This is an optimization exercise on Yosys and OpenROAD, whose aim is small area, a short achievable clock period and few clock cycles, not a production implementation. In this exercise RTL edits were held to simulation tests only and were not proved equivalent to the original. No activity file was given, so power comes from the tool's default toggle rates.

Design mulPipeChip, start of the top module:
module mulPipeChip (
	input logic clk,
	input logic arstN,
	input logic in_valid,
	input logic [31:0] in_a,
	input logic [31:0] in_b,
	output logic out_valid,
	output logic [63:0] out_product
);
clock: 13.0 ns
lec_check: 0
cap_margin: 20
core_margin: 2
core_utilization: 60
place_density: 0.7
slew_margin: 20
standard.sh (not shown) runs the stock make flow with config.mk's settings and CLKGATE_MAP_FILE= SYNTH_SCRIPT=/design/flow/synth_recipe.tcl, a recipe that flattens the netlist after the stock synthesis.
==> flow/flow/run.sh <==
#!/bin/bash
# The standard ORFS layout (the standard.sh) with these changes:
# - SYNTH_ARGS=-noabc: Yosys's generic synth skips its early "abc -fast", so
#   extract_fa sees the full adders as the RTL writes them (no inverters
#   between adders); everything else in synthesis is the standard script;
# - clock tree synthesis uses larger sink clusters (a shallower, balanced
#   tree) and no dummy loads.
set -euo pipefail
MARGIN=$(cat flow/margin.txt)
CTS="$(cat flow/cts_args.txt)"
bash standard.sh SYNTH_ARGS=-noabc SETUP_SLACK_MARGIN="$MARGIN" "CTS_ARGS=$CTS" finish > standard_flow.log 2>&1
==> flow/flow/cts_args.txt <==
-sink_clustering_enable -repair_clock_nets -sink_clustering_size 20 -sink_clustering_max_diameter 150 -dont_use_dummy_load
==> flow/flow/margin.txt <==
9.3
Testbench counts at the start, summed over its fixed seeds: cycles 16,024.
Rerun with:
==> flow/flow/run.sh (replaced) <==
#!/bin/bash
set -euo pipefail
MARGIN=$(cat flow/margin.txt)
bash standard.sh SYNTH_ARGS=-noabc SETUP_SLACK_MARGIN="$MARGIN" finish > standard_flow.log 2>&1
- CAP_MARGIN: 20 -> 50
- CORE_UTILIZATION: 60 -> 55
- PLACE_DENSITY: 0.7 -> unset
- SLEW_MARGIN: 20 -> 80
removed: flow/flow/cts_args.txt
Die area increases by 8.9%.
Hold slack degrades by 5.8 ps.
Global-route usage decreases by 1.8 points.
Setup slack improves by 33 ps.
Wire length decreases by 1.8%.

* * *

mulPipeChip again, from the RTL that the note above started with.
==> flow/design.v (excerpt) <==
module mulPipeChip (
	input logic clk,
	input logic arstN,
	input logic in_valid,
	input logic [31:0] in_a,
	input logic [31:0] in_b,
	output logic out_valid,
	output logic [63:0] out_product
);
export LEC_CHECK = 0
export CAP_MARGIN = 20
export CORE_MARGIN = 2
export CORE_UTILIZATION = 60
export PLACE_DENSITY = 0.7
export SLEW_MARGIN = 20
create_clock -name core_clock -period 13.0 [get_ports {clk}]
==> flow/flow/run.sh <==
#!/bin/bash
# The standard ORFS layout (the standard.sh) with these changes:
# - SYNTH_ARGS=-noabc: Yosys's generic synth skips its early "abc -fast", so
#   extract_fa sees the full adders as the RTL writes them (no inverters
#   between adders); everything else in synthesis is the standard script;
# - clock tree synthesis uses larger sink clusters (a shallower, balanced
#   tree) and no dummy loads;
# - MATCH_CELL_FOOTPRINT=0: the repairs may swap a cell for one of another
#   footprint (a faster port buffer or adder, say).
set -euo pipefail
MARGIN=$(cat flow/margin.txt)
CTS="$(cat flow/cts_args.txt)"
bash standard.sh SYNTH_ARGS=-noabc MATCH_CELL_FOOTPRINT=0 SETUP_SLACK_MARGIN="$MARGIN" "CTS_ARGS=$CTS" finish > standard_flow.log 2>&1
==> flow/flow/cts_args.txt <==
-sink_clustering_enable -repair_clock_nets -sink_clustering_size 25 -sink_clustering_max_diameter 150 -dont_use_dummy_load
Scripts as last shown in full above: flow/flow/margin.txt
The first run finished clean.
Testbench counts at the start, summed over its fixed seeds: cycles 16,024.
Change:
==> flow/flow/run.sh (replaced) <==
#!/bin/bash
# The standard ORFS layout (the standard.sh) with these changes:
# - SYNTH_ARGS=-noabc: Yosys's generic synth skips its early "abc -fast", so
#   extract_fa sees the full adders as the RTL writes them (no inverters
#   between adders); everything else in synthesis is the standard script;
# - clock tree synthesis uses larger sink clusters (a shallower, balanced
#   tree) and no dummy loads.
set -euo pipefail
MARGIN=$(cat flow/margin.txt)
CTS="$(cat flow/cts_args.txt)"
bash standard.sh SYNTH_ARGS=-noabc SETUP_SLACK_MARGIN="$MARGIN" "CTS_ARGS=$CTS" finish > standard_flow.log 2>&1
==> flow/flow/cts_args.txt (replaced) <==
-sink_clustering_enable -repair_clock_nets -sink_clustering_size 30 -sink_clustering_max_diameter 200 -dont_use_dummy_load
After rerunning: The new run completed without violations. Wire length drops by a few percent. Maximum frequency drops slightly. Setup slack loses 20 ps. Area after synthesis does not change. Cell count drops slightly. Power drops slightly. Cell area drops by a few percent. Core utilization drops by 1.8 points. Die area is unchanged. Via count drops slightly. Worst hold slack is about the same.
Change:
==> flow/flow/run.sh (replaced) <==
#!/bin/bash
set -euo pipefail
MARGIN=$(cat flow/margin.txt)
bash standard.sh SYNTH_ARGS=-noabc SETUP_SLACK_MARGIN="$MARGIN" finish > standard_flow.log 2>&1
Settings changed: CORE_UTILIZATION 60 to 65, PLACE_DENSITY 0.7 to 0.75.
removed: flow/flow/cts_args.txt
Die area is lower by 7.6%; worst setup slack gets better by 9.4 ps; via count came out higher by 7.9%; final area climbs by 5.3%; non-clock buffer count is higher by 63.
Change:
==> flow/flow/run.sh (replaced) <==
#!/bin/bash
# The standard ORFS layout (the standard.sh) with these changes:
# - SYNTH_ARGS=-noabc: Yosys's generic synth skips its early "abc -fast", so
#   extract_fa sees the full adders as the RTL writes them (no inverters
#   between adders); everything else in synthesis is the standard script;
# - clock tree synthesis uses larger sink clusters (a shallower, balanced
#   tree) and no dummy loads;
# - REMOVE_ABC_BUFFERS=1: the buffers ABC put in are taken out at floorplan
#   and the placement-aware repairs buffer the nets again.
set -euo pipefail
MARGIN=$(cat flow/margin.txt)
CTS="$(cat flow/cts_args.txt)"
bash standard.sh SYNTH_ARGS=-noabc REMOVE_ABC_BUFFERS=1 SETUP_SLACK_MARGIN="$MARGIN" "CTS_ARGS=$CTS" finish > standard_flow.log 2>&1
==> flow/flow/cts_args.txt (new file) <==
-sink_clustering_enable -repair_clock_nets -sink_clustering_size 20 -sink_clustering_max_diameter 150 -dont_use_dummy_load
Settings changed: CORE_UTILIZATION 65 to 60, PLACE_DENSITY 0.75 to 0.7.
What happened:
- global-route usage came out lower by 2.1 points
- die area grows by 8.2%
- power came out lower by 4.7%
- register-to-register slack hardly moves
- cell count went down by 2.1%
- clock-buffer cell count came out lower by 27
- hold slack is better by 7.2 ps
- setup slack got worse by 8.9 ps
- first-iteration DRC count falls by 7.4%
- final area falls by 3.8%
- fmax is about the same

## what the ideal ports hide
Ports are ideal in the flow. The routed layouts listed here were re-timed in OpenROAD.
Step 1 (the two cells are an assumption about what drives the block):
set clk [get_ports {clk}]
set_driving_cell -lib_cell sky130_fd_sc_hd__clkbuf_16 $clk
set_driving_cell -lib_cell sky130_fd_sc_hd__buf_2 [delete_from_list [all_inputs] $clk]
Step 2 adds t to the input delays and takes it off the output delays; t is the mean of the earliest and latest rising clock arrival at the registers after step 1. Input paths then give back, and output paths get back, about the clock's delay inside the block.
Three values: no drivers, after step 1, after step 2; two values: the first two.
run | t, ns | slack for setup (ns) | worst data-port slew with drivers (ns) | cell pins on the clock port's net
the first run of note 1 | 0.596 | 9.291 / 9.264 / 9.291 | 0.06 | 1
the second run of note 1 | 0.614 | 9.324 / 9.265 / 9.324 | 0.05 | 1
the first run of note 2 | 0.617 | 9.314 / 9.252 / 9.320 | 0.06 | 1
the second run of note 2 | 0.603 | 9.295 / 9.265 / 9.295 | 0.07 | 1
the third run of note 2 | 0.684 | 9.304 / 9.243 / 9.262 | 0.08 | 1
the fourth run of note 2 | 0.601 | 9.295 / 9.270 / 9.295 | 0.06 | 1
After both steps every run listed still meets setup and hold. The setup slack of the third run of note 2, which loses most, moves by -0.061 ns with the drivers and by -0.042 ns with both steps.
